Source: an optimization exercise on an open RTL-to-GDS flow (aim: small area, a short achievable clock period and few clock cycles). Production flows keep margins and buffers that such runs may drop. Function was checked by simulation only, so behaviour that the tests miss may differ from the original. Power figures rest on the tool's default switching activity, not on a simulated workload.

## run.sh

```bash
#!/bin/bash
# synth_recipe.tcl (not shown) runs the flow's synth.tcl, then flattens the netlist and writes it again
# the make line also repeats each setting of config.mk as NAME=value (left out here)
make -C /OpenROAD-flow-scripts/flow DESIGN_CONFIG=/design/flow/config.mk WORK_HOME=/design/flow/orfs CLKGATE_MAP_FILE= SYNTH_SCRIPT=/design/flow/synth_recipe.tcl finish
```

## config.mk

```make
export PLATFORM = sky130hd
export DESIGN_NAME = i2c_master_transfer_sequencer
export DESIGN_NICKNAME = i2c_master_transfer_sequencer
export VERILOG_FILES = /design/flow/design.v
export SDC_FILE = /design/flow/constraint.sdc
export NUM_CORES = 4
export LEC_CHECK = 0
export ABC_CLOCK_PERIOD_IN_PS = 2500
export CAP_MARGIN = 20
export CORE_MARGIN = 2
export CORE_UTILIZATION = 40
export SETUP_SLACK_MARGIN = 3.0
export SLEW_MARGIN = 20
```

## constraint.sdc

```tcl
create_clock -name core_clock -period 5.5 [get_ports {clk_i}]
set_input_delay 1.1000 -clock core_clock [delete_from_list [all_inputs] [get_ports {clk_i}]]
set_output_delay 1.1000 -clock core_clock [all_outputs]
set_load 0.01 [all_outputs]
```

## design.v

```verilog
`default_nettype none
package i2cms_pkg;
  localparam int unsigned BUFFER_BYTES_DEF = 32;
  localparam int unsigned MODE_W   = 3;
  localparam int unsigned ADDR_W   = 7;
  localparam int unsigned COUNT_W  = 8;
  localparam int unsigned INDEX_W  = 5;
  localparam int unsigned BYTE_W   = 8;
  localparam int unsigned STATUS_W = 4;
  localparam int unsigned RC_W     = 3;
  localparam int unsigned ACT_W    = 4;
  localparam int unsigned PHASE_W  = 3;
  localparam int unsigned AVAIL_W  = 6;
  typedef enum logic [MODE_W-1:0] {
    MODE_STAGE    = 3'd0,
    MODE_REQ_WR   = 3'd1,
    MODE_REQ_RD   = 3'd2,
    MODE_EVENT    = 3'd3,
    MODE_READ_BUF = 3'd4
  } mode_e;
  typedef enum logic [STATUS_W-1:0] {
    ST_START      = 4'd0,
    ST_REP_START  = 4'd1,
    ST_MT_SLA_ACK = 4'd2,
    ST_MT_DAT_ACK = 4'd3,
    ST_MT_SLA_NAK = 4'd4,
    ST_MT_DAT_NAK = 4'd5,
    ST_ARB_LOST   = 4'd6,
    ST_MR_DAT_ACK = 4'd7,
    ST_MR_SLA_ACK = 4'd8,
    ST_MR_DAT_NAK = 4'd9,
    ST_MR_SLA_NAK = 4'd10,
    ST_NO_INFO    = 4'd11,
    ST_BUS_ERROR  = 4'd12
  } status_e;
  typedef enum logic [ACT_W-1:0] {
    ACT_NONE          = 4'd0,
    ACT_START         = 4'd1,
    ACT_SEND          = 4'd2,
    ACT_ACK           = 4'd3,
    ACT_NACK          = 4'd4,
    ACT_STOP          = 4'd5,
    ACT_STOP_START    = 4'd6,
    ACT_RELEASE       = 4'd7,
    ACT_RELEASE_START = 4'd8
  } action_e;
  typedef enum logic [RC_W-1:0] {
    RC_OK        = 3'd0,
    RC_TOO_LONG  = 3'd1,
    RC_ADDR_NACK = 3'd2,
    RC_DATA_NACK = 3'd3,
    RC_OTHER     = 3'd4
  } rc_e;
  typedef enum logic [PHASE_W-1:0] {
    PH_READY = 3'd0,
    PH_TX    = 3'd1,
    PH_RX    = 3'd2,
    PH_WPEND = 3'd3,
    PH_RPEND = 3'd4
  } phase_e;
  typedef struct packed {
    logic load_in;
    logic fetch;
    logic exec;
    logic copy_step;
    logic load_out;
  } cmd_t;
  typedef struct packed {
    logic copy_start;
    logic copy_last;
  } stat_t;
endpackage
`default_nettype wire
`default_nettype none
module i2c_master_transfer_sequencer (
  input  wire logic       clk_i,
  input  wire logic       rst_ni,
  input  wire logic       in_valid_i,
  output logic            in_ready_o,
  input  wire logic [2:0] mode_i,
  input  wire logic [6:0] target_address_i,
  input  wire logic [7:0] byte_count_i,
  input  wire logic [4:0] byte_index_i,
  input  wire logic [7:0] data_byte_i,
  input  wire logic [3:0] bus_status_i,
  output logic            out_valid_o,
  input  wire logic       out_ready_i,
  output logic      [2:0] return_code_o,
  output logic      [3:0] bus_action_o,
  output logic      [7:0] bus_byte_o,
  output logic      [2:0] driver_state_o,
  output logic      [5:0] bytes_available_o,
  output logic      [7:0] buffer_byte_o
);
  localparam logic [2:0] PH_READY = 3'd0, PH_TX = 3'd1, PH_RX = 3'd2,
                         PH_WPEND = 3'd3, PH_RPEND = 3'd4;
  localparam logic [3:0] A_NONE = 4'd0, A_START = 4'd1, A_SEND = 4'd2,
                         A_ACK = 4'd3, A_NACK = 4'd4, A_STOP = 4'd5,
                         A_STOP_START = 4'd6, A_RELEASE = 4'd7,
                         A_RELEASE_START = 4'd8;
  localparam logic [2:0] RC_OK = 3'd0, RC_TOO_LONG = 3'd1, RC_ADDR_NACK = 3'd2,
                         RC_DATA_NACK = 3'd3, RC_OTHER = 3'd4;
  logic iv_q;       
  logic ov_q;       
  logic sv_q;       
  logic rdy_q;      
  logic exec;       
  logic out_free;
  assign exec     = iv_q & ~sv_q;
  assign out_free = ~ov_q | out_ready_i;
  assign in_ready_o  = rdy_q;
  assign out_valid_o = ov_q;
  logic iv_d, sv_d;
  always_comb begin
    iv_d = rdy_q ? in_valid_i : iv_q;
    sv_d = out_free ? 1'b0 : (sv_q | exec);
  end
  always_ff @(posedge clk_i or negedge rst_ni) begin
    if (!rst_ni) begin
      iv_q  <= 1'b0;
      ov_q  <= 1'b0;
      sv_q  <= 1'b0;
      rdy_q <= 1'b0;
    end else begin
      iv_q  <= iv_d;
      sv_q  <= sv_d;
      if (out_free) ov_q <= sv_q | exec;
      rdy_q <= ~(iv_d & sv_d);
    end
  end
  logic [2:0] m_q;
  logic [6:0] a_q;
  logic [7:0] c_q;
  logic [4:0] x_q;
  logic [7:0] d_q;
  logic [3:0] s_q;
  always_ff @(posedge clk_i) begin
    if (rdy_q) begin
      m_q <= mode_i;
      a_q <= target_address_i;
      c_q <= byte_count_i;
      x_q <= byte_index_i;
      d_q <= data_byte_i;
      s_q <= bus_status_i;
    end
  end
  logic [2:0] ph_q, ph_d;
  logic [2:0] err_q, err_d;
  logic [5:0] pos_q, pos_d;
  logic [5:0] lim_q, lim_d;
  logic [7:0] awd_q, awd_d;
  logic [6:0] wa_q, wa_d;
  logic [5:0] wc_q, wc_d;
  logic [6:0] ra_q, ra_d;
  logic [4:0] rl_q, rl_d;      
  logic [7:0] stg [32];
  logic [7:0] xf  [32];
  logic [2:0] rc_d;
  logic [3:0] act_d;
  logic [7:0] byte_d;
  logic [5:0] avail_d;
  logic [7:0] bufb_d;
  logic       stg_we, take, launch_w, launch_r, fin;
  logic [3:0] fin_plain, fin_start;
  logic       too_long, is_wr, lt;
  logic [7:0] xf_rd;
  logic [4:0] rd_addr;
  assign rd_addr = (m_q == 3'd4) ? x_q : pos_q[4:0];
  assign xf_rd   = xf[rd_addr];
  assign too_long = (c_q > 8'd32);
  assign is_wr    = (m_q == 3'd1);
  assign lt       = (pos_q < lim_q);
  always_comb begin
    ph_d      = ph_q;
    err_d     = err_q;
    pos_d     = pos_q;
    lim_d     = lim_q;
    awd_d     = awd_q;
    wa_d      = wa_q;
    wc_d      = wc_q;
    ra_d      = ra_q;
    rl_d      = rl_q;
    rc_d      = RC_OK;
    act_d     = A_NONE;
    byte_d    = 8'd0;
    avail_d   = 6'd0;
    bufb_d    = 8'd0;
    stg_we    = 1'b0;
    take      = 1'b0;
    launch_w  = 1'b0;
    launch_r  = 1'b0;
    fin       = 1'b0;
    fin_plain = A_STOP;
    fin_start = A_STOP_START;
    case (m_q)
      3'd0: stg_we = 1'b1;
      3'd1, 3'd2: begin
        if (too_long) begin
          rc_d = RC_TOO_LONG;
        end else begin
          if (is_wr) begin
            wa_d = a_q;
            wc_d = c_q[5:0];
          end else begin
            ra_d = a_q;
            rl_d = (c_q[5:0] == 6'd0) ? 5'd0 : 5'(c_q[5:0] - 6'd1);
          end
          if (ph_q == PH_READY) begin
            launch_w = is_wr;
            launch_r = ~is_wr;
            act_d    = A_START;
          end else begin
            ph_d = is_wr ? PH_WPEND : PH_RPEND;
            rc_d = err_q;
          end
        end
      end
      3'd3: begin
        case (s_q)
          4'd0, 4'd1: begin
            act_d  = A_SEND;
            byte_d = awd_q;
          end
          4'd2, 4'd3: begin
            if (lt) begin
              act_d  = A_SEND;
              byte_d = xf_rd;
              pos_d  = pos_q + 6'd1;
            end else begin
              fin = 1'b1;
            end
          end
          4'd4: begin err_d = RC_ADDR_NACK; fin = 1'b1; end
          4'd5: begin err_d = RC_DATA_NACK; fin = 1'b1; end
          4'd6: begin
            err_d     = RC_OTHER;
            fin       = 1'b1;
            fin_plain = A_RELEASE;
            fin_start = A_RELEASE_START;
          end
          4'd7, 4'd8: begin
            if (s_q == 4'd7 && !pos_q[5]) begin
              take  = 1'b1;
              pos_d = pos_q + 6'd1;
            end
            act_d = (pos_d < lim_q) ? A_ACK : A_NACK;
          end
          4'd9, 4'd10: begin
            if (s_q == 4'd9 && !pos_q[5]) begin
              take  = 1'b1;
              pos_d = pos_q + 6'd1;
            end
            fin = 1'b1;
          end
          4'd12: begin err_d = RC_OTHER; fin = 1'b1; end
          default: act_d = A_NONE;
        endcase
      end
      3'd4: begin
        avail_d = ({2'b00, pos_q} < c_q) ? pos_q : c_q[5:0];
        bufb_d  = xf_rd;
      end
      default: ;
    endcase
    if (fin) begin
      if (ph_q == PH_WPEND) begin
        launch_w = 1'b1;
        act_d    = fin_start;
      end else if (ph_q == PH_RPEND) begin
        launch_r = 1'b1;
        act_d    = fin_start;
      end else begin
        ph_d  = PH_READY;
        act_d = fin_plain;
      end
    end
    if (launch_w) begin
      ph_d  = PH_TX;
      err_d = RC_OK;
      pos_d = 6'd0;
      lim_d = wc_d;
      awd_d = {wa_d, 1'b0};
    end
    if (launch_r) begin
      ph_d  = PH_RX;
      err_d = RC_OK;
      pos_d = 6'd0;
      lim_d = {1'b0, rl_d};
      awd_d = {ra_d, 1'b1};
    end
    if (m_q == 3'd3) rc_d = err_d;
  end
  always_ff @(posedge clk_i or negedge rst_ni) begin
    if (!rst_ni) begin
      ph_q  <= PH_READY;
      err_q <= RC_OK;
      pos_q <= 6'd0;
      lim_q <= 6'd0;
      awd_q <= 8'd0;
      wa_q  <= 7'd0;
      wc_q  <= 6'd0;
      ra_q  <= 7'd0;
      rl_q  <= 5'd0;
    end else if (exec) begin
      ph_q  <= ph_d;
      err_q <= err_d;
      pos_q <= pos_d;
      lim_q <= lim_d;
      awd_q <= awd_d;
      wa_q  <= wa_d;
      wc_q  <= wc_d;
      ra_q  <= ra_d;
      rl_q  <= rl_d;
    end
  end
  always_ff @(posedge clk_i) begin
    for (int i = 0; i < 32; i++) begin
      if (exec && stg_we && x_q == 5'(i)) stg[i] <= d_q;
    end
  end
  always_ff @(posedge clk_i) begin
    for (int i = 0; i < 32; i++) begin
      if (exec && launch_w && 6'(i) < wc_d) xf[i] <= stg[i];
      else if (exec && take && pos_q[4:0] == 5'(i)) xf[i] <= d_q;
    end
  end
  logic [31:0] res_d, sk_q, o_q;
  assign res_d = {rc_d, act_d, byte_d, ph_d, avail_d, bufb_d};
  always_ff @(posedge clk_i) begin
    if (exec && !out_free) sk_q <= res_d;
    if (out_free) o_q <= sv_q ? sk_q : res_d;
  end
  assign {return_code_o, bus_action_o, bus_byte_o, driver_state_o,
          bytes_available_o, buffer_byte_o} = o_q;
endmodule
`default_nettype wire
```

==> metrics.cfg, run 1 <==
[status]
outcome = timing/DRC/antenna clean

[grt]
grt_usage = 0.3242
grt_pass1_vias = 22010
use_met3 = 0.06276
use_met2 = 0.4983
grt_max_degree = 65
grt_pass1_wl_um = 175600
use_met1 = 0.4295
antenna_found_initial = 4
grt_overflow_total = 0
busiest_layer = met2

[worst_setup_path]
cp-startpoint = m_q[0]
end_kind = flip-flop
r2r_end = o_q[23]
rr_worst_depth = 11
reg2reg_from = m_q[0]
cpLargestDelayFamily = compound AO/OA/AOI/OAI gates
critPathMaxFanout = 4
cp.depth = 11
crit_type = flip-flop to flip-flop
cp_num_buf_inv = 4
cp_common_cell = buf_6
cp_slowest_stage_delay_ps = 960
cp_data_required_time_ps = 5870
crit_chain = buf_6 -> or3b_4 -> buf_12 -> buf_6 -> mux2i_4 -> and2_4 -> a222oi_1 -> nand4_1 -> buf_6 -> o211ai_1 -> a21oi_1
r2r_setup_slack_ps = 1960
arrival_ps = 3910
startpoint_type = flip-flop
critPathSlowestCell = a222oi_1
critPathCapture = o_q[23]

[finish]
fin_util = 0.5514
fillCellCount = 6082
drive_gt1_frac = 0.4407
final_nets = 2643
syn_to_final_growth_pct = 36.38

[sta]
fin_tns_setup_ps = 0
post-route-min-period_ps = 3538
drv_slew = 0
final-setup-viol-count = 0
finClkSkew_ps = 28.16
max_freq_ghz = 0.2827
fin_crit_sh = 0.6432
hold_viol = 0
worstMarginPinSlew_ps = 1125
rsz0062_at_grt = yes
slew_headroom = 0.2500

[cts]
postCtsHoldBufs = 0
cts_tree = yes
clock_sinks = 666
cts_max_level = 3
cts_root_buffer = clkbuf_16
clk_pin_slew_ps = 60
clk_latency_ps = 640
numCtsBuffers = 74
cts.path.max_buffers = 3

[pwr]
ir_drop_mv = 0.2728
leakage_nw = 14.59
power_density_nw_per_um2 = 344.1

[routing]
vias_per_cell = 6.158
drc = 0
post_drt_wl_per_cell_um = 35.08
ant_nets = 0
routed_wl_um = 128700
num_vias = 22600
firstDrtPassIters = 6
drt_iter0_drc = 2524

[synth]
synthSimpleGateAreaFrac = 0.1076
synth-xor-area-share = 0.001426
syn-instance-count = 2206
synth_top_cell_area_share = 0.5975
synth_adder_area_share = 0.008965
yosysWarnings = 3
synth_top_family_by_area = multiplexers
synth_compound_area_frac = 0.09311
synth_nets = 2267
synth_mux_area_frac = 0.1244
synth.distinct_cells = 88
synth_most_common_cell = edfxtp_1
synth_edf_count = 611
yosys.area.top_type = edfxtp_1
netlist_top_cells_area = edfxtp_1 (60%), mux2_2 (11%), dfrtp_1 (4.5%)
avgSynthCellArea_um2 = 13.92
yosysSeqAreaShare = 0.6424
synth_flop_cell = edfxtp_1
syn-cell-area_um2 = 30710
ys_ff_latch = 666
synthArstFlopShare = 0.08258
synthTopCellsByCount = edfxtp_1 (611), mux2_2 (295), nand2_1 (121)

[floorplan]
die_x_um = 281.1
row_count = 101
coreArea_um2 = 75950
dieArea_um2 = 79000
start_util = 0.4043
die_h_um = 281.1
pin_count = 73

[place]
place.gp.congestion = 1.055
dpl.hpwl_um = 87050
port_buffers = 72

[flow_run]
max-cap-violations = 0

[worst_hold_path]
hp-class = flip-flop to flip-flop

==> kinds of logic (layout without fill, tap and decap cells) <==
family                     count (synthesis)  in the layout
AOI/OAI and AO/OA                        390            393
xor gates and xnor gates                   5              5
adders and majority gates                 22             22
buffers and inverters                    167            593
DFF                                      666            666
muxes                                    344            344
other                                      0              1
and+or+nand+nor                          612            616
==> report_power, final <==
| part | internal, mW | leakage (nW) | switching, mW |
|---|---|---|---|
| sequential | 5.77 | 6.34 | 0.179 |
| clock | 2.83 | 1.16 | 2.04 |
| combinational | 1.48 | 7.10 | 2.12 |
| total | 10.1 | 14.6 | 4.33 |
==> worst min-delay path by stage <==
stage / from / endpoint / slack [ps] / cells after the start
4_1_cts: lim_q[5] / lim_q[5] / 480 / 1
2_1_floorplan: awd_q[1] / awd_q[1] / 450 / 2
3_5_place_dp: lim_q[5] / lim_q[5] / 470 / 1
6_report: lim_q[5] / lim_q[5] / 470 / 1
3_3_place_gp: rl_q[3] / rl_q[3] / 470 / 2
5_1_grt: lim_q[5] / lim_q[5] / 510 / 1
==> routing by layer <==
layer,share of wire,up-vias
li1,-,9427
met1,0.41,11650
met2,0.45,1171
met3,0.077,344
met4,0.070,4
met5,0.00018,-
==> layout by cell type, fill, tap and decap left out, types with 20 or more instances in the layout <==
cell / netlist / final
nand4_1: 37 / 37
o21ai_1: 7 / 27
nand2_1: 121 / 100
nor2_1: 112 / 61
mux2_4: 0 / 142
buf_6: 2 / 62
nand3_1: 81 / 68
buf_12: 0 / 63
inv_1: 32 / 28
clkbuf_16: 0 / 79
edfxtp_1: 611 / 611
mux2_2: 295 / 159
nor2_4: 2 / 49
dlygate4sd2_1: 0 / 33
buf_4: 5 / 206
dfrtp_1: 55 / 48
o21bai_4: 0 / 20
nor3_1: 48 / 25
clkdlybuf4s50_1: 0 / 37
a21oi_1: 36 / 21
o21ai_4: 0 / 21
o21ai_0: 95 / 48
==> registers in the layout (all words and copies together), names as in the netlist <==
| register | flops |
|---|---|
| a_q | 7 |
| awd_q | 8 |
| c_q | 8 |
| d_q | 8 |
| err_q | 3 |
| iv_q | 1 |
| lim_q | 6 |
| m_q | 3 |
| o_q | 32 |
| ov_q | 1 |
| ph_q | 3 |
| pos_q | 6 |
| ra_q | 7 |
| rdy_q | 1 |
| rl_q | 5 |
| s_q | 4 |
| sk_q | 32 |
| stg | 256 |
| sv_q | 1 |
| wa_q | 7 |
| wc_q | 6 |
| x_q | 5 |
| xf | 256 |
==> per-stage QoR <==
stage	power [mW]	hold WS, ps	std cells	setup slack [ps]	cell area (um2)
after global routing	14.78	510.4	3669	1877	41880
after global placement	8.419	465.1	3253	1065	33730
after CTS	14.14	479.3	3620	1920	40860
after floorplan	7.367	448.9	2206	2043	31840
after detailed placement	8.434	466.4	3253	875.4	33730
final	14.41	472.9	3670	1962	41880
==> timing repair <==
item                                    4_1_cts  5_1_grt
pin swaps                                   129       55
hold endpoints to repair                      0        0
setup buffers                               217       47
endpoints found under the setup margin      947      893
gates resized for setup                     556      119
cloned                                       17        2
==> cell type report <==
| cell class | instances | area (um2) | share of cell area |
|---|---|---|---|
| flip-flops and latches | 666 | 19740 | 0.4713 |
| clock inverters | 37 | 352.8 | 0.008425 |
| multi-input cells | 1380 | 13650 | 0.3259 |
| well taps | 1030 | 1289 | 0.03077 |
| clock buffers | 96 | 2008 | 0.04795 |
| repair buffers | 427 | 4706 | 0.1124 |
| diodes | 1 | 2.502 | 0.00005975 |
| inverters | 33 | 132.6 | 0.003167 |
Testbench counts, summed over its fixed seeds: cycles 19,019.
==> run 2, diff against run 1 <==
--- a/config.mk
+++ b/config.mk
@@ -6,8 +6,6 @@
 export NUM_CORES = 4
 export LEC_CHECK = 0
-export ABC_CLOCK_PERIOD_IN_PS = 2500
 export CAP_MARGIN = 20
 export CORE_MARGIN = 2
 export CORE_UTILIZATION = 40
-export SETUP_SLACK_MARGIN = 3.0
 export SLEW_MARGIN = 20
==> run 2 against run 1 <==
Effect of this change: still clean; cell area is 16% lower; total power is 9.3% lower; maximum frequency is 25% lower; final cell count is 7.3% lower.
==> metrics.cfg, run 2 <==
[status]
outcome = timing/DRC/antenna clean

[sta]
fin_tns_setup_ps = 0
rsz0062_at_grt = no
drv_slew = 0
worstMarginPinSlew_ps = 1304
final-setup-viol-count = 0
hold_viol = 0
fin_crit_sh = 0.8605
finClkSkew_ps = 25.85
max_freq_ghz = 0.2113
post-route-min-period_ps = 4733
slew_headroom = 0.1227

[finish]
syn_to_final_growth_pct = 14.95
most-common-layout-cells = edfxtp_1 (611), mux2_2 (295), nand2_1 (121), nor2_1 (111), o21ai_0 (94)
stdcell_count = 3402
final_nets = 2376
drive_gt1_frac = 0.2375
stdcell_area_um2 = 35300
reg_top3 = stg: 256 flops, xf: 256 flops
fin_util = 0.4647
final_common_cell = edfxtp_1

[floorplan]
pin_count = 73
dieArea_um2 = 79000
row_count = 101
die_h_um = 281.1
start_util = 0.4043
die_x_um = 281.1
coreArea_um2 = 75950

[routing]
ant_nets = 0
firstDrtPassIters = 8
routed_wl_um = 114600
drc = 0
vias_per_cell = 6.199
num_vias = 21090
drt_iter0_drc = 2673
post_drt_wl_per_cell_um = 33.70

[synth]
synth_adder_area_share = 0.008965
synth_compound_area_frac = 0.09311
yosysWarnings = 3
netlist_top_cells_area = edfxtp_1 (60%), mux2_2 (11%), dfrtp_1 (4.5%)
synth-xor-area-share = 0.001426
syn-instance-count = 2206
synth_edf_count = 611
yosysSeqAreaShare = 0.6424
avgSynthCellArea_um2 = 13.92
yosys.area.top_type = edfxtp_1
synthTopCellsByCount = edfxtp_1 (611), mux2_2 (295), nand2_1 (121)
synth_mux_area_frac = 0.1244
synthArstFlopShare = 0.08258
synthSimpleGateAreaFrac = 0.1076
synth_top_cell_area_share = 0.5975
synth_most_common_cell = edfxtp_1
synth_flop_cell = edfxtp_1
synth.distinct_cells = 88
syn-cell-area_um2 = 30710
synth_top_family_by_area = multiplexers
synth_nets = 2267
ys_ff_latch = 666

[worst_setup_path]
startpoint_type = flip-flop
cp_data_required_time_ps = 5750
crit_type = flip-flop to flip-flop
critPathMaxFanout = 28
end_kind = flip-flop
arrival_ps = 4990

[cts]
cts_max_level = 3
postCtsResizedCells = 0
postCtsHoldBufs = 0
postCtsSetupRepairBufs = 0
clk_latency_ps = 630
numCtsBuffers = 73
cts.path.max_buffers = 3
cts_tree = yes
clock_sinks = 666
cts_root_buffer = clkbuf_16
clk_pin_slew_ps = 60

[pwr]
ir_drop_mv = 0.2588
leakage_nw = 11.77
power_density_nw_per_um2 = 370.3
power_mw = 13.07

[grt]
grt_pass1_vias = 20500
antenna_found_initial = 5
use_met2 = 0.4443
grt_max_degree = 65
busiest_layer = met2
use_met1 = 0.3901
grt_usage = 0.2899
grt_overflow_total = 0
use_met3 = 0.05520
grt_pass1_wl_um = 159600

[place]
place.gp.congestion = 1.055
port_buffers = 72
place_inst = 3269
dpl.hpwl_um = 81980
dpl-instance-area_um2 = 32970

[flow_run]
max-cap-violations = 0

[worst_hold_path]
hp-class = flip-flop to flip-flop

==> run 2: report_power, final <==
group / leakage (nW) / internal, mW / switching [mW]
Clock: 1.14 / 2.78 / 2.02
Sequential: 6.34 / 5.77 / 0.201
Combinational: 4.29 / 0.762 / 1.54
==> run 2: final cells by class <==
class | count | area, um2
diodes | 1 | 2.502
flip-flops and latches | 666 | 19730
clock inverters | 38 | 357.8
repair buffers | 168 | 1471
inverters | 33 | 123.9
fillers | 6664 | 40650
clock buffers | 93 | 1964
multi-input cells | 1373 | 10360
well taps | 1030 | 1289
==> run 2: cells by family after synthesis <==
| kind of cell | count (synthesis) |
|---|---|
| fa+ha+maj | 22 |
| xor+xnor | 5 |
| compound gates | 390 |
| flops | 666 |
| mux | 344 |
| buf+inv | 167 |
| simple gates | 612 |
==> run 2: critical path: stages (launching register included) <==
cell       delay [ps]
edfxtp_1          450
inv_1             180
ha_1              230
or4b_4            500
a2111oi_4         480
nand2_2            90
buf_4             260
o21ai_1           720
nand2_1           550
a21oi_4           470
o21bai_1          440
==> run 2: worst paths after layout <==
check / to / cells past startpoint / from / slack [ps]
setup / recovery: xf[4][7] / 10 / c_q[1] / 770
hold / removal: lim_q[5] / 1 / lim_q[5] / 480
setup reg to reg: xf[4][7] / 10 / c_q[1] / 770
hold reg to reg: lim_q[5] / 1 / lim_q[5] / 480
max in group asynchronous: err_q[0] / 2 / rst_ni / 4360
min in group asynchronous: ov_q / 2 / rst_ni / 590
==> run 2: metal layers <==
| metal | share of wire | wire, um |
|---|---|---|
| met2 | 0.44 | 50960 |
| met5 | 0.00034 | 39 |
| met3 | 0.075 | 8628 |
| met1 | 0.42 | 47870 |
| met4 | 0.062 | 7133 |
==> run 2: stage by stage <==
step	hold slack (ps)	worst slack (ps)
after floorplan	448.9	1663
after global placement	464.6	960.3
after detailed placement	470.7	873.3
after CTS	484.1	875.6
after global routing	516.1	639.5
final	478.7	767.3

[static timing again, ports no longer ideal]
No port has a modelled driver above. Below, the same layouts with a new extraction and two added sets of constraints.
Step 1 (the two cells are an assumption about what drives the block):
set clk [get_ports {clk_i}]
set_driving_cell -lib_cell sky130_fd_sc_hd__clkbuf_16 $clk
set_driving_cell -lib_cell sky130_fd_sc_hd__buf_2 [delete_from_list [all_inputs] $clk]
Step 2 times the ports against the registers' clock, not the clock port: input delays grow and output delays shrink by t, the midpoint of the rising clock arrivals with the driver on.
a / b / c = ideal ports / drivers / drivers and shift; a / b = the first two.
run	shift t [ns]	setup WS [ns]	worst setup path after step 2
run 1	0.699	1.962 / 1.962 / 1.962	register to register
run 2	0.686	0.767 / 0.767 / 0.767	register to register
After both steps setup and hold are still met in every run listed.
